Source: an optimization exercise on an open RTL-to-GDS flow (aim: small area). Production flows keep margins and buffers that such runs may drop.
Where RTL was checked, it was by simulation tests only, not by an equivalence proof against the original.

==> flow/design.v <==
module dmem_responder (
    input  logic                   clk,
    input  logic                   rst,
    input  logic                   req_valid,
    output logic                   req_ready,
    input  logic                   req_we,
    input  logic [31:0]            req_addr,
    input  logic [31:0]            req_wdata,
    input  logic [3:0]             req_be,
    output logic                   rsp_valid,
    input  logic                   rsp_ready,
    output logic [31:0]            rsp_rdata,
    output logic                   rsp_err,
    output logic [15:0]            test_value
);
    localparam int N  = 63;    
    localparam int WP = 5;     
    localparam int RT = 3;     
    localparam logic [2:0] ST_IDLE = 3'd0;
    localparam logic [2:0] ST_W2   = 3'd1;
    localparam logic [2:0] ST_W1   = 3'd2;
    localparam logic [2:0] ST_W0   = 3'd3;
    localparam logic [2:0] ST_RESP = 3'd4;
    logic [2:0]  st;
    logic        ready_en;
    logic        hs;
    logic        win;
    logic        exec;
    logic        w0_q;         
    logic        fault_q;
    logic        we_q;
    logic [31:0] wdata_q;
    logic [3:0]  be_q;
    logic        store_act;    
    logic [5:0]  off;
    logic [31:0] rdata_q;
    logic [31:0] w0;
    logic [31:0] ring [N];
    logic [2:0]  clr_c;        
    logic        clr;
    assign clr = (clr_c != 3'd5);
    logic        fault_in;
    assign fault_in = (req_addr[1:0] != 2'b00) || (req_addr[31:8] != '0);
    assign hs        = req_valid && ready_en && (st == ST_IDLE);
    assign win       = (st == ST_W2) || (st == ST_W1) || (st == ST_W0);
    assign exec      = (st == ST_W0);
    assign req_ready = ready_en && (st == ST_IDLE);
    assign rsp_valid = (st == ST_RESP);
    always_ff @(posedge clk or negedge rst) begin
        if (!rst) begin
            st       <= ST_IDLE;
            ready_en <= 1'b0;
        end else begin
            ready_en <= 1'b1;
            case (st)
                ST_IDLE: if (hs) st <= ST_W2;
                ST_W2:   st <= ST_W1;
                ST_W1:   st <= ST_W0;
                ST_W0:   st <= ST_RESP;
                ST_RESP: if (rsp_ready) st <= ST_IDLE;
                default: st <= ST_IDLE;
            endcase
        end
    end
    always_ff @(posedge clk) begin
        if (hs) begin
            w0_q    <= (req_addr[7:2] == 6'd0);
            fault_q <= fault_in;
            we_q    <= req_we;
            wdata_q <= req_wdata;
            be_q    <= req_be;
        end
    end
    always_ff @(posedge clk or negedge rst) begin
        if (!rst) begin
            store_act <= 1'b0;
            off       <= '0;
            clr_c     <= '0;
        end else begin
            if (clr) clr_c <= clr_c + 3'd1;
            if (hs) store_act <= req_we && !fault_in && (req_addr[7:2] != 6'd0);
            off <= off_n;
        end
    end
    logic [5:0] off_n;
    logic [6:0] psum;
    logic [5:0] tpos_in;
    logic [5:0] tpos;
    assign off_n   = (off == 6'(N-1)) ? 6'd0 : off + 6'd1;
    assign psum    = {1'b0, req_addr[7:2]} + {1'b0, off_n};
    assign tpos_in = (psum >= 7'(N)) ? 6'(psum - 7'(N)) : psum[5:0];
    always_ff @(posedge clk) begin
        if (hs) tpos <= tpos_in;
        else    tpos <= (tpos == 6'(N-1)) ? 6'd0 : tpos + 6'd1;
    end
    logic [N-1:0] at_pos;
    always_comb begin
        for (int i = 0; i < N; i++) at_pos[i] = (tpos == i[5:0]);
    end
    for (genvar p = 0; p < N; p++) begin : g_ring
        localparam int PREV = (p + N - 1) % N;
        if ((PREV % WP) == 0) begin : g_port
            logic       hit;
            logic [3:0] wsel;    
            logic [3:0] keep;    
            assign hit  = store_act && at_pos[PREV];
            assign wsel = {4{hit}} & be_q;
            assign keep = ~wsel & {4{!clr}};
            always_ff @(posedge clk) begin
                for (int b = 0; b < 4; b++)
                    ring[p][8*b +: 8] <= ({8{wsel[b]}} & wdata_q[8*b +: 8])
                                       | ({8{keep[b]}} & ring[PREV][8*b +: 8]);
            end
        end else begin : g_shift
            always_ff @(posedge clk) ring[p] <= ring[PREV];
        end
    end
    always_ff @(posedge clk or negedge rst) begin
        if (!rst) begin
            w0 <= '0;
        end else if (exec && we_q && !fault_q && w0_q) begin
            for (int b = 0; b < 4; b++)
                if (be_q[b]) w0[8*b +: 8] <= wdata_q[8*b +: 8];
        end
    end
    logic        ring_load;
    logic        tap_phase;
    logic [31:0] tap_data;
    assign ring_load = !we_q && !fault_q && !w0_q;
    logic [N/RT-1:0] tap_ok;
    for (genvar j = 0; j < N / RT; j++) begin : g_tap
        localparam int Q  = RT * j;
        localparam int PD = (Q == 0) ? (N - 1) % WP : (Q - 1) % WP;
        assign tap_ok[j] = (clr_c > 3'(PD));
    end
    always_comb begin
        tap_data  = '0;
        tap_phase = 1'b0;
        for (int j = 0; j < N / RT; j++) begin
            if (at_pos[RT * j]) begin
                tap_phase = 1'b1;
                if (tap_ok[j]) tap_data = tap_data | ring[RT * j];
            end
        end
    end
    always_ff @(posedge clk) begin
        if (win && ring_load && tap_phase)
            rdata_q <= tap_data;
        else if (exec && !ring_load)
            rdata_q <= (!we_q && !fault_q) ? w0 : 32'h0;
    end
    assign rsp_rdata  = rdata_q;
    assign rsp_err    = fault_q;
    assign test_value = w0[15:0];
endmodule
clock: 5.0 ns
lec_check: 0
cap_margin: 20
core_margin: 2
core_utilization: 40
slew_margin: 20
standard.sh (not shown) runs the stock make flow with config.mk's settings and CLKGATE_MAP_FILE= SYNTH_SCRIPT=/design/flow/synth_recipe.tcl, a recipe that flattens the netlist after the stock synthesis.
==> flow/flow/run.sh <==
#!/bin/bash
# Own layout flow: the standard synthesis, an area re-map of its combinational logic (the
# flip-flops are kept exactly as synthesized), then the standard layout with smaller port
# buffers and a clock tree built from larger sink clusters without dummy loads.
set -euo pipefail
W=$PWD
R=$W/orfs/results/$FLOW_PLATFORM/dmem_responder/base

bash standard.sh synth > "$W/synth.log" 2>&1

cp "$R/1_2_yosys.v" "$W/standard_synth.v"
FLOW_HOME=$FLOW_HOME FLOW_TOP=$FLOW_TOP bash flow/remap.sh "$W/standard_synth.v" "$W/remapped.v" > "$W/remap.log" 2>&1
cp "$W/remapped.v" "$R/1_2_yosys.v"
touch "$R/1_2_yosys.v"

bash standard.sh \
  "BUFFER_PORTS_ARGS=-buffer_cell sky130_fd_sc_hd__buf_1" \
  "CTS_ARGS=-sink_clustering_enable -repair_clock_nets -dont_use_dummy_load -sink_clustering_size 25 -sink_clustering_max_diameter 60" \
  finish > "$W/layout.log" 2>&1
Other scripts of this flow, unchanged in this note and not shown: flow/flow/remap.sh
Edit:
--- a/flow/design.v
+++ b/flow/design.v
@@ -30,9 +30,8 @@
     logic        fault_q;
     logic        we_q;
-    logic [31:0] wdata_q;
+    logic [31:0] data_q;       
     logic [3:0]  be_q;
     logic        store_act;    
     logic [5:0]  off;
-    logic [31:0] rdata_q;
     logic [31:0] w0;
     logic [31:0] ring [N];
@@ -68,5 +67,4 @@
             fault_q <= fault_in;
             we_q    <= req_we;
-            wdata_q <= req_wdata;
             be_q    <= req_be;
         end
@@ -109,5 +107,5 @@
             always_ff @(posedge clk) begin
                 for (int b = 0; b < 4; b++)
-                    ring[p][8*b +: 8] <= ({8{wsel[b]}} & wdata_q[8*b +: 8])
+                    ring[p][8*b +: 8] <= ({8{wsel[b]}} & data_q[8*b +: 8])
                                        | ({8{keep[b]}} & ring[PREV][8*b +: 8]);
             end
@@ -121,5 +119,5 @@
         end else if (exec && we_q && !fault_q && w0_q) begin
             for (int b = 0; b < 4; b++)
-                if (be_q[b]) w0[8*b +: 8] <= wdata_q[8*b +: 8];
+                if (be_q[b]) w0[8*b +: 8] <= data_q[8*b +: 8];
         end
     end
@@ -145,10 +143,12 @@
     end
     always_ff @(posedge clk) begin
-        if (win && ring_load && tap_phase)
-            rdata_q <= tap_data;
-        else if (exec && !ring_load)
-            rdata_q <= (!we_q && !fault_q) ? w0 : 32'h0;
+        if (hs)
+            data_q <= req_wdata;
+        else if (win && ring_load && tap_phase)
+            data_q <= tap_data;
+        else if (exec && !we_q && !ring_load)
+            data_q <= fault_q ? 32'h0 : w0;
     end
-    assign rsp_rdata  = rdata_q;
+    assign rsp_rdata  = we_q ? 32'h0 : data_q;
     assign rsp_err    = fault_q;
     assign test_value = w0[15:0];
Synthesized cell count hardly moves.
Sequential share of layout area shrinks by 1.0 points.
Maximum frequency falls by 0.52%.
Design area goes down by 0.82%.
Sequential cell count went down by 32.
Utilization grows by 0.25 points.
Function not checked in the first run of this note: the RTL went through the layout flow alone.

==> static timing again, ports no longer ideal <==
The results above use ideal ports. As a check the final layouts listed here were re-extracted and re-timed, cells and wires unchanged. Step 1: set_driving_cell puts a clkbuf_16 on clk and a buf_2 on each other input, an assumption about the parent block. Step 2 also shifts input and output timing later by t, the mid clock arrival at the registers, as if the neighbouring blocks saw the same clock. Slacks: no drivers / after step 1 / after step 2; pairs: no drivers / after step 1.
run	shift t [ns]	slack for setup (ns)	cell pins on the clock port's net
the first run	0.776	0.738 / 0.738 / 0.738	1
the second run	0.774	0.715 / 0.715 / 0.715	1
After both steps every run listed still meets setup and hold.
